This is an optimization exercise on Yosys and OpenROAD, whose aim is small area, not a production implementation.
The RTL was checked by simulation tests, not by an equivalence proof against the original design.

## run 4
==> flow/design.v <==
module gshare_bht #(
  parameter int unsigned NR_ENTRIES      = 1024,
  parameter int unsigned HIST_LEN        = 10,
  parameter int unsigned INSTR_PER_FETCH = 2,
  parameter int unsigned OFFSET          = 1,
  parameter int unsigned VLEN            = 39,
  parameter logic [1:0]  CTR_INIT        = 2'b01
) (
  input  logic                       clk_i,
  input  logic                       rst_ni,
  input  logic                       flush_i,
  input  logic                       debug_mode_i,
  input  logic [VLEN-1:0]            vpc_i,
  output logic [INSTR_PER_FETCH-1:0] pred_valid_o,
  output logic [INSTR_PER_FETCH-1:0] pred_taken_o,
  output logic [HIST_LEN-1:0]        ghr_o,
  input  logic                       spec_valid_i,
  input  logic                       spec_taken_i,
  input  logic                       upd_valid_i,
  input  logic [VLEN-1:0]            upd_pc_i,
  input  logic [HIST_LEN-1:0]        upd_ghr_i,
  input  logic                       upd_taken_i,
  input  logic                       upd_mispred_i,
  output logic                       init_busy_o
);
  localparam int NP = 512;
  localparam logic [4:0] INV2 = 5'b01000;
  logic       idle_q;
  logic [9:0] widx_q;
  logic [9:0] ghr_q;
  logic [5*NP-1:0] st_q;
  assign init_busy_o = ~idle_q;
  assign ghr_o       = ghr_q;
  logic [8:0]  pk;
  assign pk = vpc_i[10:2] ^ ghr_q[9:1];
  logic        upd_fire;
  logic [8:0]  uk;
  logic        us;
  assign upd_fire = idle_q & ~flush_i & ~debug_mode_i & upd_valid_i;
  assign uk = upd_pc_i[10:2] ^ upd_ghr_i[9:1];
  assign us = upd_pc_i[1] ^ upd_ghr_i[0];
  function automatic logic [31:0] dec5(input logic [4:0] a);
    dec5 = 32'b1 << a;
  endfunction
  function automatic logic [15:0] dec4(input logic [3:0] a);
    dec4 = 16'b1 << a;
  endfunction
  logic [31:0]   wa_n;
  logic [15:0]   wg_n;
  logic [NP-1:0] we;
  assign wa_n = ~({32{~idle_q}} | ({32{upd_fire}} & dec5(uk[4:0])));
  assign wg_n = ~({16{~idle_q}} | dec4(uk[8:5]));
  for (genvar p = 0; p < NP; p++) begin : g_we
    gshare_bht_nor2 u_we (.a_i(wa_n[p%32]), .b_i(wg_n[p/32]), .y_o(we[p]));
  end
  logic [31:0] ps_n, us_n;
  logic [15:0] pgs_n, ugs_n;
  assign ps_n  = ~dec5(pk[4:0]);
  assign us_n  = ~dec5(uk[4:0]);
  assign pgs_n = ~dec4(pk[8:5]);
  assign ugs_n = ~dec4(uk[8:5]);
  logic [3:0] prd;
  logic [4:0] urd;
  for (genvar b = 0; b < 4; b++) begin : g_prd
    logic [255:0] x;
    logic [15:0]  y;
    for (genvar q = 0; q < 256; q++) begin : g_q
      gshare_bht_oa22 u (.s_ni(ps_n[(2*q)%32 +: 2]),
                         .d_ni({st_q[5*(2*q+1)+b+1], st_q[5*(2*q)+b+1]}),
                         .y_o(x[q]));
    end
    for (genvar m = 0; m < 16; m++) begin : g_m
      gshare_bht_grp u (.x_i(x[16*m +: 16]), .g_ni(pgs_n[m]), .y_o(y[m]));
    end
    assign prd[b] = |y;
  end
  for (genvar b = 0; b < 5; b++) begin : g_urd
    logic [255:0] x;
    logic [15:0]  y;
    for (genvar q = 0; q < 256; q++) begin : g_q
      gshare_bht_oa22 u (.s_ni(us_n[(2*q)%32 +: 2]),
                         .d_ni({st_q[5*(2*q+1)+b], st_q[5*(2*q)+b]}),
                         .y_o(x[q]));
    end
    for (genvar m = 0; m < 16; m++) begin : g_m
      gshare_bht_grp u (.x_i(x[16*m +: 16]), .g_ni(ugs_n[m]), .y_o(y[m]));
    end
    assign urd[b] = |y;
  end
  logic va, vb, ta, tb;
  assign va = prd[3] | (~prd[2] & prd[1]);
  assign vb = prd[3] | (~prd[2] & ~prd[1]);
  assign ta = va & (prd[3] ? prd[2] : prd[0]);
  assign tb = vb & prd[0];
  assign pred_valid_o[0] = idle_q & (ghr_q[0] ? vb : va);
  assign pred_valid_o[1] = idle_q & (ghr_q[0] ? va : vb);
  assign pred_taken_o[0] = ghr_q[0] ? tb : ta;
  assign pred_taken_o[1] = ghr_q[0] ? ta : tb;
  logic       ova, ovb;
  logic [1:0] oca, ocb, oc, nc;
  logic [4:0] wd;
  always_comb begin
    ova = urd[4] | (~urd[3] & urd[2]);
    ovb = urd[4] | (~urd[3] & ~urd[2]);
    oca = urd[4] ? urd[3:2] : (ova ? urd[1:0] : CTR_INIT);
    ocb = urd[4] ? urd[1:0] : (ovb ? urd[1:0] : CTR_INIT);
    oc  = us ? ocb : oca;
    nc  = oc;
    if (upd_taken_i) begin
      if (oc != 2'b11) nc = oc + 2'd1;
    end else begin
      if (oc != 2'b00) nc = oc - 2'd1;
    end
    if (!idle_q)      wd = INV2;
    else if (!us)     wd = ovb ? {1'b1, nc, ocb} : {3'b001, nc};
    else              wd = ova ? {1'b1, oca, nc} : {3'b000, nc};
  end
  for (genvar p = 0; p < NP; p++) begin : g_pht
    always_ff @(posedge clk_i) begin
      if (we[p]) st_q[5*p +: 5] <= ~wd;
    end
  end
  always_ff @(posedge clk_i or negedge rst_ni) begin
    if (!rst_ni) begin
      idle_q <= 1'b0;
      widx_q <= '0;
      ghr_q  <= '0;
    end else if (flush_i) begin
      idle_q <= 1'b0;
      widx_q <= '0;
      ghr_q  <= '0;
    end else if (!idle_q) begin
      widx_q <= widx_q + 10'd1;
      ghr_q  <= '0;
      if (widx_q == 10'h3ff) idle_q <= 1'b1;
    end else if (!debug_mode_i) begin
      if (upd_valid_i && upd_mispred_i) ghr_q <= {upd_ghr_i[8:0], upd_taken_i};
      else if (spec_valid_i)            ghr_q <= {ghr_q[8:0], spec_taken_i};
    end
  end
endmodule
module gshare_bht_nor2 (
  input  logic a_i,
  input  logic b_i,
  output logic y_o
);
  assign y_o = ~(a_i | b_i);
endmodule
module gshare_bht_oa22 (
  input  logic [1:0] s_ni,
  input  logic [1:0] d_ni,
  output logic       y_o
);
  assign y_o = ~((s_ni[0] | d_ni[0]) & (s_ni[1] | d_ni[1]));
endmodule
module gshare_bht_grp (
  input  logic [15:0] x_i,
  input  logic        g_ni,
  output logic        y_o
);
  logic [3:0] n;
  for (genvar k = 0; k < 4; k++) begin : g_k
    assign n[k] = ~|x_i[4*k +: 4];
  end
  assign y_o = ~((&n) | g_ni);
endmodule
==> flow/config.mk <==
export PLATFORM = sky130hd
export DESIGN_NAME = gshare_bht
export DESIGN_NICKNAME = gshare_bht
export VERILOG_FILES = /design/flow/design.v
export SDC_FILE = /design/flow/constraint.sdc
export NUM_CORES = 4
export LEC_CHECK = 0
export CAP_MARGIN = 20
export CORE_MARGIN = 2
export CORE_UTILIZATION = 55
export SLEW_MARGIN = 20
export SYNTH_HIERARCHICAL = 1
export SYNTH_MINIMUM_KEEP_SIZE = 0
==> flow/constraint.sdc <==
create_clock -name core_clock -period 10.0 [get_ports {clk_i}]
set_input_delay 2.0000 -clock core_clock [delete_from_list [all_inputs] [get_ports {clk_i}]]
set_output_delay 2.0000 -clock core_clock [all_outputs]
set_load 0.01 [all_outputs]
standard.sh (not shown) runs the stock make flow with config.mk's settings and CLKGATE_MAP_FILE= SYNTH_SCRIPT=/design/flow/synth_recipe.tcl, a recipe that flattens the netlist after the stock synthesis.
==> flow/flow/run.sh <==
#!/bin/bash
set -uo pipefail
export CTS_ARGS="-sink_clustering_enable -repair_clock_nets -dont_use_dummy_load -sink_clustering_size 16 -sink_clustering_max_diameter 80 -buf_list sky130_fd_sc_hd__clkbuf_8"
export BUFFER_PORTS_ARGS="-buffer_cell sky130_fd_sc_hd__buf_2"
bash standard.sh > flow_make.log 2>&1
Modified inputs, run 1 compared to run 4
--- a/flow/design.v
+++ b/flow/design.v
@@ -61,30 +61,30 @@
   assign ugs_n = ~dec4(uk[8:5]);
   logic [3:0] prd;
   logic [4:0] urd;
   for (genvar b = 0; b < 4; b++) begin : g_prd
-    logic [255:0] x;
-    logic [15:0]  y;
-    for (genvar q = 0; q < 256; q++) begin : g_q
-      gshare_bht_oa22 u (.s_ni(ps_n[(2*q)%32 +: 2]),
-                         .d_ni({st_q[5*(2*q+1)+b+1], st_q[5*(2*q)+b+1]}),
-                         .y_o(x[q]));
-    end
-    for (genvar m = 0; m < 16; m++) begin : g_m
-      gshare_bht_grp u (.x_i(x[16*m +: 16]), .g_ni(pgs_n[m]), .y_o(y[m]));
+    logic [31:0] y;
+    for (genvar i = 0; i < 32; i++) begin : g_c
+      logic [7:0] x;
+      for (genvar m = 0; m < 8; m++) begin : g_m
+        gshare_bht_oa22 u (.s_ni(pgs_n[2*m +: 2]),
+                           .d_ni({st_q[5*(32*(2*m+1)+i)+b+1], st_q[5*(32*(2*m)+i)+b+1]}),
+                           .y_o(x[m]));
+      end
+      gshare_bht_col u (.x_i(x), .a_ni(ps_n[i]), .y_o(y[i]));
     end
     assign prd[b] = |y;
   end
   for (genvar b = 0; b < 5; b++) begin : g_urd
-    logic [255:0] x;
-    logic [15:0]  y;
-    for (genvar q = 0; q < 256; q++) begin : g_q
-      gshare_bht_oa22 u (.s_ni(us_n[(2*q)%32 +: 2]),
-                         .d_ni({st_q[5*(2*q+1)+b], st_q[5*(2*q)+b]}),
-                         .y_o(x[q]));
-    end
-    for (genvar m = 0; m < 16; m++) begin : g_m
-      gshare_bht_grp u (.x_i(x[16*m +: 16]), .g_ni(ugs_n[m]), .y_o(y[m]));
+    logic [31:0] y;
+    for (genvar i = 0; i < 32; i++) begin : g_c
+      logic [7:0] x;
+      for (genvar m = 0; m < 8; m++) begin : g_m
+        gshare_bht_oa22 u (.s_ni(ugs_n[2*m +: 2]),
+                           .d_ni({st_q[5*(32*(2*m+1)+i)+b], st_q[5*(32*(2*m)+i)+b]}),
+                           .y_o(x[m]));
+      end
+      gshare_bht_col u (.x_i(x), .a_ni(us_n[i]), .y_o(y[i]));
     end
     assign urd[b] = |y;
   end
   logic va, vb, ta, tb;
@@ -152,15 +152,14 @@
   output logic       y_o
 );
   assign y_o = ~((s_ni[0] | d_ni[0]) & (s_ni[1] | d_ni[1]));
 endmodule
-module gshare_bht_grp (
-  input  logic [15:0] x_i,
-  input  logic        g_ni,
-  output logic        y_o
+module gshare_bht_col (
+  input  logic [7:0] x_i,
+  input  logic       a_ni,
+  output logic       y_o
 );
-  logic [3:0] n;
-  for (genvar k = 0; k < 4; k++) begin : g_k
-    assign n[k] = ~|x_i[4*k +: 4];
-  end
-  assign y_o = ~((&n) | g_ni);
+  logic [1:0] n;
+  assign n[0] = ~|x_i[3:0];
+  assign n[1] = ~|x_i[7:4];
+  assign y_o = ~((&n) | a_ni);
 endmodule
==> summary.txt <==
- On critical path arrival, the higher figure sits with run 1, not run 4.
- Relative to run 4, fraction of final layout cells sized beyond drive strength 1 decreased by 1.5 points in run 1.
- Final cell area: run 1 below run 4
- pred_taken_o[1] as the end point of the critical path was reported by run 4, and pred_taken_o[0] by run 1.
- [run 1] area after synthesis rose about 0.5% relative to run 4
- Summary of run 1 over run 4: synthesized netlist net count up 209; number of global-route vias before repair down 0.35%.

## afterwards: timing with drivers on the ports
The flow's constraints put no driver on any port. The routed layouts listed below were extracted and timed again, unchanged, in two steps. Step 1, drivers: a clkbuf_16 drives clk_i and a buf_2 each remaining input, both assumed. Step 2, shift: input delay + t, output delay - t, t = (earliest + latest rising clock arrival at the registers) / 2. This alone moves slack from input paths to output paths. Three values: ideal, step 1, step 2; two values: the first two.
run | t, ns | setup slack, ns | worst setup path at the end | worst slew at a driven data input, ns
run 4 | 1.076 | 0.408 / 0.387 / 0.387 | input to output | 0.07
run 1 | 1.052 | 0.277 / 0.254 / 0.254 | input to output | 0.14
After both steps setup and hold are still met in every run listed. For run 1, which loses most, drivers alone change the setup slack by -0.023 ns; drivers and shift together by -0.023 ns.
